Context: an optimization exercise on an open-source flow, tuned for small area, a short achievable clock period and few clock cycles per item. The choices shown serve that exercise and are no tape-out recipe. The RTL was checked by simulation tests, not by an equivalence proof against the original design. Power is estimated from default activity; no workload was simulated.

--- design/flow/design.v ---
package alu_muldiv_control_pkg;
    localparam logic [3:0] ALU_AND  = 4'b0000;
    localparam logic [3:0] ALU_OR   = 4'b0001;
    localparam logic [3:0] ALU_ADD  = 4'b0010;
    localparam logic [3:0] ALU_XOR  = 4'b0011;
    localparam logic [3:0] ALU_SLL  = 4'b0100;
    localparam logic [3:0] ALU_SRL  = 4'b0101;
    localparam logic [3:0] ALU_SUB  = 4'b0110;
    localparam logic [3:0] ALU_SRA  = 4'b0111;
    localparam logic [3:0] ALU_SLT  = 4'b1000;
    localparam logic [3:0] ALU_SLTU = 4'b1001;
    localparam logic [1:0] ALUOP_MEM   = 2'b00;
    localparam logic [1:0] ALUOP_BR    = 2'b01;
    localparam logic [1:0] ALUOP_RTYPE = 2'b10;
    localparam logic [1:0] ALUOP_ITYPE = 2'b11;
    localparam logic [6:0] FUNCT7_BASE   = 7'b0000000;
    localparam logic [6:0] FUNCT7_ALT    = 7'b0100000;
    localparam logic [6:0] FUNCT7_MULDIV = 7'b0000001;
    localparam logic [2:0] F3_MUL    = 3'b000;
    localparam logic [2:0] F3_MULH   = 3'b001;
    localparam logic [2:0] F3_MULHSU = 3'b010;
    localparam logic [2:0] F3_MULHU  = 3'b011;
    localparam logic [2:0] F3_DIV    = 3'b100;
    localparam logic [2:0] F3_DIVU   = 3'b101;
    localparam logic [2:0] F3_REM    = 3'b110;
    localparam logic [2:0] F3_REMU   = 3'b111;
    typedef enum logic [1:0] {
        ST_IDLE = 2'b00,
        ST_BUSY = 2'b01,
        ST_DONE = 2'b10
    } md_state_t;
endpackage
import alu_muldiv_control_pkg::*;
module alu_muldiv_control_muldiv_iter #(
    parameter int XLEN = 64
) (
    input  logic            clk,
    input  logic            rst_n,
    input  logic            i_start,
    input  logic            i_step,
    input  logic            i_finish,
    input  logic [2:0]      i_funct3,
    input  logic [XLEN-1:0] i_op_a,
    input  logic [XLEN-1:0] i_op_b,
    output logic            o_special,
    output logic [XLEN-1:0] o_result
);
    localparam logic [XLEN-1:0] MOST_NEG = {1'b1, {(XLEN-1){1'b0}}};
    logic [2*XLEN-1:0] r_acc;
    logic [XLEN-1:0]   r_mag_b;
    logic              r_is_div;
    logic              r_sel_upper;
    logic              r_neg;
    logic [XLEN-1:0]   r_result;
    logic            w_is_div, w_a_signed, w_b_signed, w_sa, w_sb;
    logic [XLEN-1:0] w_mag_a, w_mag_b, w_special_result;
    assign w_is_div   = i_funct3[2];
    assign w_a_signed = w_is_div ? !i_funct3[0] : (i_funct3 == F3_MULH || i_funct3 == F3_MULHSU);
    assign w_b_signed = w_is_div ? !i_funct3[0] : (i_funct3 == F3_MULH);
    assign w_sa       = w_a_signed && i_op_a[XLEN-1];
    assign w_sb       = w_b_signed && i_op_b[XLEN-1];
    assign w_mag_a    = w_sa ? -i_op_a : i_op_a;
    assign w_mag_b    = w_sb ? -i_op_b : i_op_b;
    assign o_special = w_is_div && ((i_op_b == '0) ||
                       (!i_funct3[0] && i_op_a == MOST_NEG && i_op_b == '1));
    assign w_special_result = (i_op_b == '0) ? (i_funct3[1] ? i_op_a : '1)
                                             : (i_funct3[1] ? '0 : i_op_a);
    logic [XLEN:0]     w_mul_sum;
    logic [2*XLEN-1:0] w_mul_next;
    assign w_mul_sum  = {1'b0, r_acc[2*XLEN-1:XLEN]} +
                        (r_acc[0] ? {1'b0, r_mag_b} : {(XLEN+1){1'b0}});
    assign w_mul_next = {w_mul_sum, r_acc[XLEN-1:1]};
    logic [XLEN:0]     w_rem_sh, w_diff;
    logic              w_qbit;
    logic [2*XLEN-1:0] w_div_next;
    assign w_rem_sh   = r_acc[2*XLEN-1:XLEN-1];
    assign w_diff     = w_rem_sh - {1'b0, r_mag_b};
    assign w_qbit     = !w_diff[XLEN];
    assign w_div_next = {(w_qbit ? w_diff[XLEN-1:0] : w_rem_sh[XLEN-1:0]),
                         r_acc[XLEN-2:0], w_qbit};
    logic [2*XLEN-1:0] w_acc_next, w_prod_fix;
    logic [XLEN-1:0]   w_div_part, w_final;
    assign w_acc_next = r_is_div ? w_div_next : w_mul_next;
    assign w_prod_fix = r_neg ? -w_mul_next : w_mul_next;
    assign w_div_part = r_sel_upper ? w_div_next[2*XLEN-1:XLEN] : w_div_next[XLEN-1:0];
    assign w_final    = r_is_div ? (r_neg ? -w_div_part : w_div_part)
                                 : (r_sel_upper ? w_prod_fix[2*XLEN-1:XLEN] : w_prod_fix[XLEN-1:0]);
    always_ff @(posedge clk) begin
        if (!rst_n) begin
            r_acc       <= '0;
            r_mag_b     <= '0;
            r_is_div    <= 1'b0;
            r_sel_upper <= 1'b0;
            r_neg       <= 1'b0;
            r_result    <= '0;
        end else if (i_start) begin
            r_acc       <= {{XLEN{1'b0}}, w_mag_a};
            r_mag_b     <= w_mag_b;
            r_is_div    <= w_is_div;
            r_sel_upper <= w_is_div ? i_funct3[1] : (i_funct3 != F3_MUL);
            r_neg       <= (w_is_div && i_funct3[1]) ? w_sa : (w_sa ^ w_sb);
            if (o_special) begin
                r_result <= w_special_result;
            end
        end else if (i_step || i_finish) begin
            r_acc <= w_acc_next;
            if (i_finish) begin
                r_result <= w_final;
            end
        end
    end
    assign o_result = r_result;
endmodule
import alu_muldiv_control_pkg::*;
module alu_muldiv_control #(
    parameter int XLEN     = 64,
    parameter bit ENABLE_M = 1'b1
) (
    input  logic            clk,
    input  logic            rst_n,
    input  logic [1:0]      alu_op,
    input  logic [6:0]      funct7,
    input  logic [2:0]      funct3,
    input  logic            in_valid,
    output logic            in_ready,
    input  logic [XLEN-1:0] op_a,
    input  logic [XLEN-1:0] op_b,
    input  logic            flush,
    output logic [3:0]      alu_control_signal,
    output logic            illegal,
    output logic            stall,
    output logic            out_valid,
    input  logic            out_ready,
    output logic [XLEN-1:0] md_result
);
    localparam int CW = $clog2(XLEN + 1);
    function automatic logic [3:0] alu_func_code(input logic [2:0] f3,
                                                 input logic       alt,
                                                 input logic       is_rtype);
        case (f3)
            3'b000:  alu_func_code = (alt && is_rtype) ? ALU_SUB : ALU_ADD;
            3'b001:  alu_func_code = ALU_SLL;
            3'b010:  alu_func_code = ALU_SLT;
            3'b011:  alu_func_code = ALU_SLTU;
            3'b100:  alu_func_code = ALU_XOR;
            3'b101:  alu_func_code = alt ? ALU_SRA : ALU_SRL;
            3'b110:  alu_func_code = ALU_OR;
            default: alu_func_code = ALU_AND;
        endcase
    endfunction
    logic [3:0] w_alu_code;
    logic       w_illegal, w_f7_std, w_m_op;
    assign w_f7_std = (funct7 == FUNCT7_BASE) || (funct7 == FUNCT7_ALT);
    assign w_m_op   = ENABLE_M && (alu_op == ALUOP_RTYPE) && (funct7 == FUNCT7_MULDIV);
    always_comb begin
        w_alu_code = ALU_ADD;
        w_illegal  = 1'b0;
        case (alu_op)
            ALUOP_MEM: w_alu_code = ALU_ADD;
            ALUOP_BR:  w_alu_code = ALU_SUB;
            ALUOP_RTYPE: begin
                if (w_f7_std) begin
                    w_alu_code = alu_func_code(funct3, funct7[5], 1'b1);
                end else if (funct7 == FUNCT7_MULDIV) begin
                    w_illegal = !ENABLE_M;
                end else begin
                    w_illegal = 1'b1;
                end
            end
            default: w_alu_code = alu_func_code(funct3, funct7[5], 1'b0);
        endcase
    end
    assign alu_control_signal = w_alu_code;
    assign illegal            = w_illegal;
    alu_muldiv_control_pkg::md_state_t r_state;
    logic [CW-1:0] r_cnt;
    logic          r_in_ready, r_out_valid;
    logic          w_start, w_step, w_finish, w_special;
    assign w_start  = !flush && (r_state == ST_IDLE) && in_valid && w_m_op;
    assign w_step   = !flush && (r_state == ST_BUSY) && (r_cnt != CW'(1));
    assign w_finish = !flush && (r_state == ST_BUSY) && (r_cnt == CW'(1));
    always_ff @(posedge clk) begin
        if (!rst_n || flush) begin
            r_state     <= ST_IDLE;
            r_cnt       <= '0;
            r_in_ready  <= 1'b1;
            r_out_valid <= 1'b0;
        end else begin
            case (r_state)
                ST_IDLE: begin
                    if (w_start) begin
                        r_in_ready <= 1'b0;
                        if (w_special) begin
                            r_state     <= ST_DONE;
                            r_out_valid <= 1'b1;
                        end else begin
                            r_state <= ST_BUSY;
                            r_cnt   <= CW'(XLEN);
                        end
                    end
                end
                ST_BUSY: begin
                    r_cnt <= r_cnt - CW'(1);
                    if (r_cnt == CW'(1)) begin
                        r_state     <= ST_DONE;
                        r_out_valid <= 1'b1;
                    end
                end
                default: begin
                    if (out_ready) begin
                        r_state     <= ST_IDLE;
                        r_in_ready  <= 1'b1;
                        r_out_valid <= 1'b0;
                    end
                end
            endcase
        end
    end
    assign in_ready  = r_in_ready;
    assign out_valid = r_out_valid;
    assign stall     = ((r_state != ST_IDLE) && !((r_state == ST_DONE) && out_ready)) ||
                       ((r_state == ST_IDLE) && in_valid && w_m_op);
    alu_muldiv_control_muldiv_iter #(.XLEN(XLEN)) u_muldiv (
        .clk       (clk),
        .rst_n     (rst_n),
        .i_start   (w_start),
        .i_step    (w_step),
        .i_finish  (w_finish),
        .i_funct3  (funct3),
        .i_op_a    (op_a),
        .i_op_b    (op_b),
        .o_special (w_special),
        .o_result  (md_result)
    );
endmodule
--- design/flow/run.sh ---
#!/bin/bash
# synth_recipe.tcl (not shown) runs the flow's synth.tcl, then flattens the netlist and writes it again
# the make line also repeats each setting of config.mk as NAME=value (left out here)
make -C /OpenROAD-flow-scripts/flow DESIGN_CONFIG=/design/flow/config.mk WORK_HOME=/design/flow/orfs CLKGATE_MAP_FILE= SYNTH_SCRIPT=/design/flow/synth_recipe.tcl finish
--- design/flow/config.mk ---
export PLATFORM = sky130hd
export DESIGN_NAME = alu_muldiv_control
export DESIGN_NICKNAME = alu_muldiv_control
export VERILOG_FILES = /design/flow/design.v
export SDC_FILE = /design/flow/constraint.sdc
export NUM_CORES = 4
export LEC_CHECK = 0
export CAP_MARGIN = 20
export CORE_MARGIN = 2
export CORE_UTILIZATION = 40
export SLEW_MARGIN = 20
--- design/flow/constraint.sdc ---
create_clock -name core_clock -period 8.0 [get_ports {clk}]
set_input_delay 1.6000 -clock core_clock [delete_from_list [all_inputs] [get_ports {clk}]]
set_output_delay 1.6000 -clock core_clock [all_outputs]
set_load 0.01 [all_outputs]
==> impl_metrics.toml <==
[logic_synthesis]
synthTopCellsByArea = "dfxtp_1 (16%), a21oi_1 (6.9%), nor2_1 (6.1%)"
synth_top_area_cell = "dfxtp_1"
synth_fa_ha_area_share_pct = 5.26
yosys-mux-area-fraction_pct = 3.78
synth_area_um2 = 32900
synth_compound_area_share_pct = 33.0
synth_cells = 4842
synth_top_area_share_pct = 16.4
synth_flop_cell = "dfxtp_1"
synth_xor_area_share_pct = 8.82
async_reset_ff_share_pct = 0
ys_seq_elements = 270
synth_edf_count = 0
syn_nets = 5124
yosys-top-cells-count = "nor2_1 (536), nand2_1 (465), a21oi_1 (454)"
yosysWarningCount = 2
syn_avg_cell_area_um2 = 6.79
synth_cell_types = 98
synth-simple-area-share_pct = 26.8
yosysMostFrequentCell = "nor2_1"
ys_seq_area_share_pct = 16.4
synth_top_family_by_area = "compound AO/OA/AOI/OAI gates"

[global_routing]
grt_pass1_wl_um = 229000
grt_pass1_vias = 35200
antenna_found_initial = 9
met3_usage_pct = 4.18
overflow = 0
grt_max_degree = 169
grt.busiest_layer = "met2"
track_usage_pct = 35.4
use_met2_pct = 56.6
met1_usage_pct = 45.9

[power]
p_leak_nw = 13.4
power.switching_mw = 1.03
p_per_area_nw_per_um2 = 97.6
seqPwrFrac_pct = 37.4
pwr-share-clk_pct = 50.8
cell_internal_pwr_mw = 2.57
combPwrFrac_pct = 11.9
ir_drop_uv = 132
switching_share_pct = 28.6
power_mw = 3.60

[timing]
relSlewSlack_pct = 19.8
max_freq_mhz = 142
finalHoldViolations = 0
finalClockSkew_ns = 0.0168
finalMaxSlewViolations = 0
timing.final.ws_setup_ns = 0.976
rsz0062_at_grt = "false"
period_needed_ns = 7.02
setup_tns_ns = 0
worst_slew_pin_slew_ns = 1.20
finalCritPeriodShare_pct = 87.8
setup_viol = 0

[cts]
cts.htree.levels = 2
clk_pin_slew_worst_paths_ns = 0.06
cts_resized = 0
cts_max_path_buffers = 3
cts_tree = "yes"
cts_buffers = 39
clk-insertion-delay-late_ns = 0.59
cts_root_buf = "clkbuf_16"
post_cts_buffers = 0
holdBufCountCts = 0
cts_num_sinks = 270

[placed_design]
gp_congestion = 1.01
placement.cell_area_um2 = 35600
dp_hpwl_um = 123000
portBuffers = 216
pre_cts_ws_ns = 0.921

[setup_path]
worst_ep_arrival_time_ns = 7.48
critPathLaunchType = "register"
worstPathRequired_ns = 8.46
crit_path_max_fanout = 62
endpoint_kind = "register"
reg2reg_depth = 23
worst-r2r-setup-slack_ns = 0.98
critPathKind = "register to register"
rr_startpoint = "u_muldiv.r_acc[63]$_SDFFE_PN0P_"
reg2reg_to = "u_muldiv.r_result[52]$_SDFFE_PN0P_"

[finish]
drive_gt1_share_pct = 4.81
syn_to_final_growth_pct = 12.2
finalInstanceArea_um2 = 36900
final_nets = 5077
fillers = 8628

[drt]
wl_um = 157000
drt.antenna.violating_nets = 0
first_iter_violations = 4156
vias_per_cell = 6.52
wl_per_cell_um = 26.6
drcViolationCount = 0
num_vias = 38500
drtPass1Iterations = 8

[hold_path]
hold_depth = 2
holdPathEnd = "u_muldiv.r_result[11]$_SDFFE_PN0P_"
hold_start = "u_muldiv.r_result[11]$_SDFFE_PN0P_"
hold_path_class = "register to register"

[floorplanning]
core_um2 = 81700
die_h_um = 291
dieWidth_um = 291
placementRows = 105
initial_utilization_pct = 40.2
num_io_pins = 217
dieArea_um2 = 84500

[run]
cap_violations = 0

[status]
outcome = "no timing/DRC/antenna violations"
==> layer usage <==
metal / up-vias / wire (um)
li1: 17900 / -
met1: 18300 / 63800
met2: 1876 / 70200
met3: 402 / 12500
met4: 6 / 10400
met5: - / 38
==> power by group through the flow <==
stage                     clock network (mW)  registers, mW  logic, mW
final                                   1.83           1.34      0.427
after global routing                    1.90           1.34      0.447
after CTS                               1.85           1.35      0.416
after detailed placement                   0           1.37      0.414
after global placement                     0           1.37      0.415
after floorplan                            0           1.37      0.197
==> cell usage in the layout (no fill, tap or decap), types with 27 or more instances in the layout <==
cell,instances
or2_2,28
inv_1,129
o31ai_1,65
nand2b_1,43
or3_1,69
o211ai_1,88
nor2_1,534
xnor2_1,207
or4_1,35
ha_1,135
buf_4,62
and2_1,89
nor4_1,61
nand2_1,464
a211oi_1,225
o41ai_1,33
clkbuf_16,40
a21oi_1,453
nand3_1,117
a311oi_1,31
mux2i_1,106
o21ai_0,331
dfxtp_1,266
a31oi_1,53
a21o_1,67
xor2_1,124
nor3_1,151
nand4_1,92
o21a_1,40
and3_1,27
clkdlybuf4s50_1,215
==> through the flow <==
step	instances	utilization, %	hold WS, ns
after detailed placement	5824	43.5	0.455
after global placement	5824	43.5	0.455
after global routing	5894	45.1	0.487
after floorplan	4842	-	0.440
after CTS	5894	45.1	0.462
final	5895	45.1	0.460
==> state kept, by name (all words and copies together), names as in the netlist <==
signal and cells:
u_muldiv.r_acc 128, u_muldiv.r_mag_b 64, u_muldiv.r_result 64, r_cnt 7, r_state 2, r_in_ready 1, r_out_valid 1, u_muldiv.r_is_div 1
u_muldiv.r_neg 1, u_muldiv.r_sel_upper 1
==> critical path, stage by stage, from the launching register on <==
cell	delay (ns)
dfxtp_1	0.41
inv_1	0.12
ha_1	0.23
fa_1	0.41
nand2b_1	0.21
a21oi_2	0.39
o2111a_1	0.36
o211a_1	0.35
o2111ai_1	0.25
o211ai_1	0.26
buf_12	0.32
o21ai_0	0.17
a21oi_1	0.23
ha_1	0.23
nand2_1	0.08
nor3b_1	0.21
a221oi_1	0.13
or3_1	0.45
or4_1	0.62
or4_1	0.64
nor3_1	0.28
mux2i_1	0.12
nor4_1	0.27
nor3_1	0.07
==> worst max-delay path by stage <==
stage                               startpoint                                  to  slack [ns]  cells after the start
6_report       u_muldiv.r_acc[63]$_SDFFE_PN0P_  u_muldiv.r_result[52]$_SDFFE_PN0P_        0.98                     23
3_5_place_dp                          op_a[40]  u_muldiv.r_result[44]$_SDFFE_PN0P_        0.92                     16
3_3_place_gp                          op_a[40]  u_muldiv.r_result[44]$_SDFFE_PN0P_        1.04                     16
2_1_floorplan  u_muldiv.r_acc[63]$_SDFFE_PN0P_  u_muldiv.r_result[52]$_SDFFE_PN0P_        1.48                     30
4_1_cts        u_muldiv.r_acc[63]$_SDFFE_PN0P_  u_muldiv.r_result[52]$_SDFFE_PN0P_        1.14                     23
5_1_grt        u_muldiv.r_acc[63]$_SDFFE_PN0P_  u_muldiv.r_result[52]$_SDFFE_PN0P_        0.58                     23
==> logic make-up after synthesis <==
kind of cell	after synthesis
xor gates and xnor gates	331
buffers and inverters	503
muxes	122
AOI/OAI and AO/OA	1657
and+or+nand+nor	1822
adders and majority gates	137
DFF	270
==> layout make-up <==
cell class,count,area (um^2),area share [%]
multi-input combinational,4069,25600,69.4
sequential,270,5420,14.7
timing repair buffer,283,2720,7.38
tap,1070,1340,3.63
clock buffer,56,1140,3.10
inverter,132,498,1.35
clock inverter,14,158,0.428
antenna,1,2.50,0.00679
Testbench counts, summed over its fixed seeds: cycles 158,400, ops 2,400.

[static timing again, ports no longer ideal]
How much do the figures lean on ideal ports? The routed layout below was timed once more, with nothing changed but the port constraints. Step 1 assumes that a clkbuf_16 drives the clock port and a buf_2 every other input. Step 2 adds t to the input delays and takes it off the output delays; t is the mean of the earliest and latest rising clock arrival at the registers after step 1. Input paths then give back, and output paths get back, about the clock's delay inside the block. a / b / c = ideal ports / drivers / drivers and shift; a / b = the first two.
t, ns: 0.649
slack for setup (ns): 0.976 / 0.976 / 0.656
worst slew at a driven data input, ns: 0.06
cell pins on the clock port's net: 1
After both steps this run still meets setup and hold. For this run, drivers alone change the setup slack by 0.000 ns; drivers and shift together by -0.320 ns.
